Context: an optimization exercise on an open-source flow, tuned for small area. The choices shown serve that exercise and are no tape-out recipe. Function was checked by simulation only, so behaviour that the tests miss may differ from the original. Power figures rest on the tool's default switching activity, not on a simulated workload. The clock port is modelled as an ideal driver; clocking choices that lean on that would not hold on a real chip.

== before ==
Design dmem_wbuf, start of the top module:
module dmem_wbuf #(
  parameter int    DEPTH     = 4,
  parameter int    AW        = 6,
  parameter        INIT_FILE = ""
) (
  input  logic                     clk,
  input  logic                     reset,
  input  logic                     memwrite,
  input  logic [31:0]              a,
  input  logic [31:0]              wd,
  output logic [31:0]              rd,
  output logic [$clog2(DEPTH):0]   count,
  output logic                     full,
  output logic                     empty
);
  logic [31:0]   mem [64];
  logic [5:0]    word;
  logic          retire;
  logic [3:0]    hit_sel;
  logic [31:0]   ent_d0, ent_d1, ent_d2, ent_d3;
  logic [5:0]    head_addr;
  logic [31:0]   retire_data;
  logic [63:0]   rsel_n;
  logic [31:0]   mem_rd;
  logic [31:0]   fwd_rd;
  assign word = a[7:2];
  assign retire = memwrite ? full : !empty;
  wbuf_fifo #(.DEPTH(4), .AW(6)) u_fifo (
    .clk         (clk),
    .reset       (reset),
    .push        (memwrite),
    .pop         (retire),
    .push_addr   (word),
    .push_data   (wd),
    .hit_sel     (hit_sel),
    .ent_d0      (ent_d0),
    .ent_d1      (ent_d1),
    .ent_d2      (ent_d2),
    .ent_d3      (ent_d3),
    .head_addr   (head_addr),
    .retire_data (retire_data),
    .count       (count),
    .full        (full),
    .empty       (empty)
  );
  always_ff @(posedge clk) begin
    if (!reset && retire) mem[head_addr] <= retire_data;
  end
  always_comb begin
    for (int i = 0; i < 64; i++) rsel_n[i] = (word != 6'(i));
  ...
For scale: roughly 4,000 cells after synthesis, roughly 100 I/O pins.
Settings: LEC_CHECK=0, CAP_MARGIN=20, CORE_AREA=2.3 2.72 500.48 220.32, DIE_AREA=0 0 502.78 223.04, SLEW_MARGIN=20; clock period 6.0 ns.
standard.sh (not shown) runs the stock make flow with config.mk's settings and CLKGATE_MAP_FILE= SYNTH_SCRIPT=/design/flow/synth_recipe.tcl, a recipe that flattens the netlist after the stock synthesis.
==> flow/flow/run.sh <==
#!/bin/bash
# Own layout flow: the standard synthesis, then the combinational logic rebuilt
# around its registers (gen_netlist.py + map_hybrid.sh), then ORFS from floorplan on.
set -euo pipefail
HERE=$(pwd)
R=$HERE/orfs/results/sky130hd/dmem_wbuf/base
LIB=$FLOW_HOME/platforms/sky130hd/lib/sky130_fd_sc_hd__tt_025C_1v80.lib

bash standard.sh synth > synth_std.log 2>&1
cp $R/1_2_yosys.v $HERE/std_synth.v
python3 flow/gen_netlist.py $HERE/std_synth.v $HERE/hybrid.v $LIB > gen_netlist.log 2>&1
bash flow/map_hybrid.sh $HERE/hybrid.v $HERE/mapped.v $HERE/map_hybrid.log
cp $HERE/mapped.v $R/1_2_yosys.v
rm -f $R/1_synth.odb $R/1_synth.sdc

# Layout settings, one VAR=value per line (values may hold spaces).
KNOBS=()
while IFS= read -r line; do
  [[ -z "$line" || "$line" == \#* ]] && continue
  KNOBS+=("${line//@FLOW@/$HERE/flow}")
done < flow/knobs.txt
bash standard.sh "${KNOBS[@]}" finish > layout.log 2>&1
==> flow/flow/knobs.txt <==
# ORFS settings for the layout steps after synthesis (@FLOW@ is this folder)
GPL_TIMING_DRIVEN=0
CAP_MARGIN=10
SLEW_MARGIN=10
CTS_ARGS=-sink_clustering_enable -repair_clock_nets -buf_list sky130_fd_sc_hd__clkbuf_16 -sink_clustering_size 35 -sink_clustering_max_diameter 60 -dont_use_dummy_load
PRE_GLOBAL_PLACE_SKIP_IO_TCL=@FLOW@/place_array.tcl
POST_GLOBAL_PLACE_TCL=@FLOW@/unfix_array.tcl
ARRAY_LEFT_W=41.4
ARRAY_PITCH=13.8
ARRAY_FIFO_ROW0=1
ARRAY_MEM_ROW0=6
ARRAY_GROUP=8
PLACE_DENSITY=0.92
GLOBAL_PLACEMENT_ARGS=-overflow 0.2
MATCH_CELL_FOOTPRINT=0
DONT_BUFFER_PORTS=1
PRE_GLOBAL_PLACE_TCL=@FLOW@/ports.tcl
SETUP_SLACK_MARGIN=0.15
Other scripts of this flow, unchanged in this note and not shown: flow/flow/gen_netlist.py, flow/flow/map_hybrid.sh, flow/flow/place_array.tcl, flow/flow/ports.tcl, flow/flow/unfix_array.tcl
before finished every stage and its layout cleared the timing, DRC and antenna checks.
Edits applied to the flow inputs when going from before to after:
-- flow/flow/knobs.txt --
<<< before, line 5
CTS_ARGS=-sink_clustering_enable -repair_clock_nets -buf_list sky130_fd_sc_hd__clkbuf_16 -sink_clustering_size 35 -sink_clustering_max_diameter 60 -dont_use_dummy_load
>>> after, line 5
CTS_ARGS=-sink_clustering_enable -repair_clock_nets -buf_list sky130_fd_sc_hd__clkbuf_16 -sink_clustering_size 35 -sink_clustering_max_diameter 60 -root_buf sky130_fd_sc_hd__clkbuf_8 -dont_use_dummy_load
Changes observed in after relative to before: period utilization moved down; met1 routed wirelength after detailed routing went up by 930 um; synthesized netlist net count saw little to no change; combinational power about even; total power density per cell area moved down.
after and before ended up with nearly the same global-route usage.
Diff before -> after: clock network power share -0.4 points, insertion delay of the later-clocked pin in the worst-skew pair +0.15 ns, power -about 0.6%, cell area after layout ~0 delta.

port drivers added, routing unchanged:
In the flow no input, the clock included, has a driving cell. The finished layouts below were timed again as built, in two steps. Step 1 (the two cells are an assumption about what drives the block):
set clk [get_ports {clk}]
set_driving_cell -lib_cell sky130_fd_sc_hd__clkbuf_16 $clk
set_driving_cell -lib_cell sky130_fd_sc_hd__buf_2 [delete_from_list [all_inputs] $clk]
Step 2, shift: input delay + t, output delay - t, t = (earliest + latest rising clock arrival at the registers) / 2. This alone moves slack from input paths to output paths. Three values: ideal, step 1, step 2; two values: the first two.
run | t (ns) | setup slack, ns | latest minus earliest clock arrival (ns) | worst slew at a driven data input, ns
before | 0.735 | 0.191 / 0.170 / 0.170 | 0.048 / 0.048 | 0.05
after | 0.879 | 0.234 / 0.213 / 0.213 | 0.068 / 0.067 | 0.05
After both steps setup and hold are still met in every run listed.
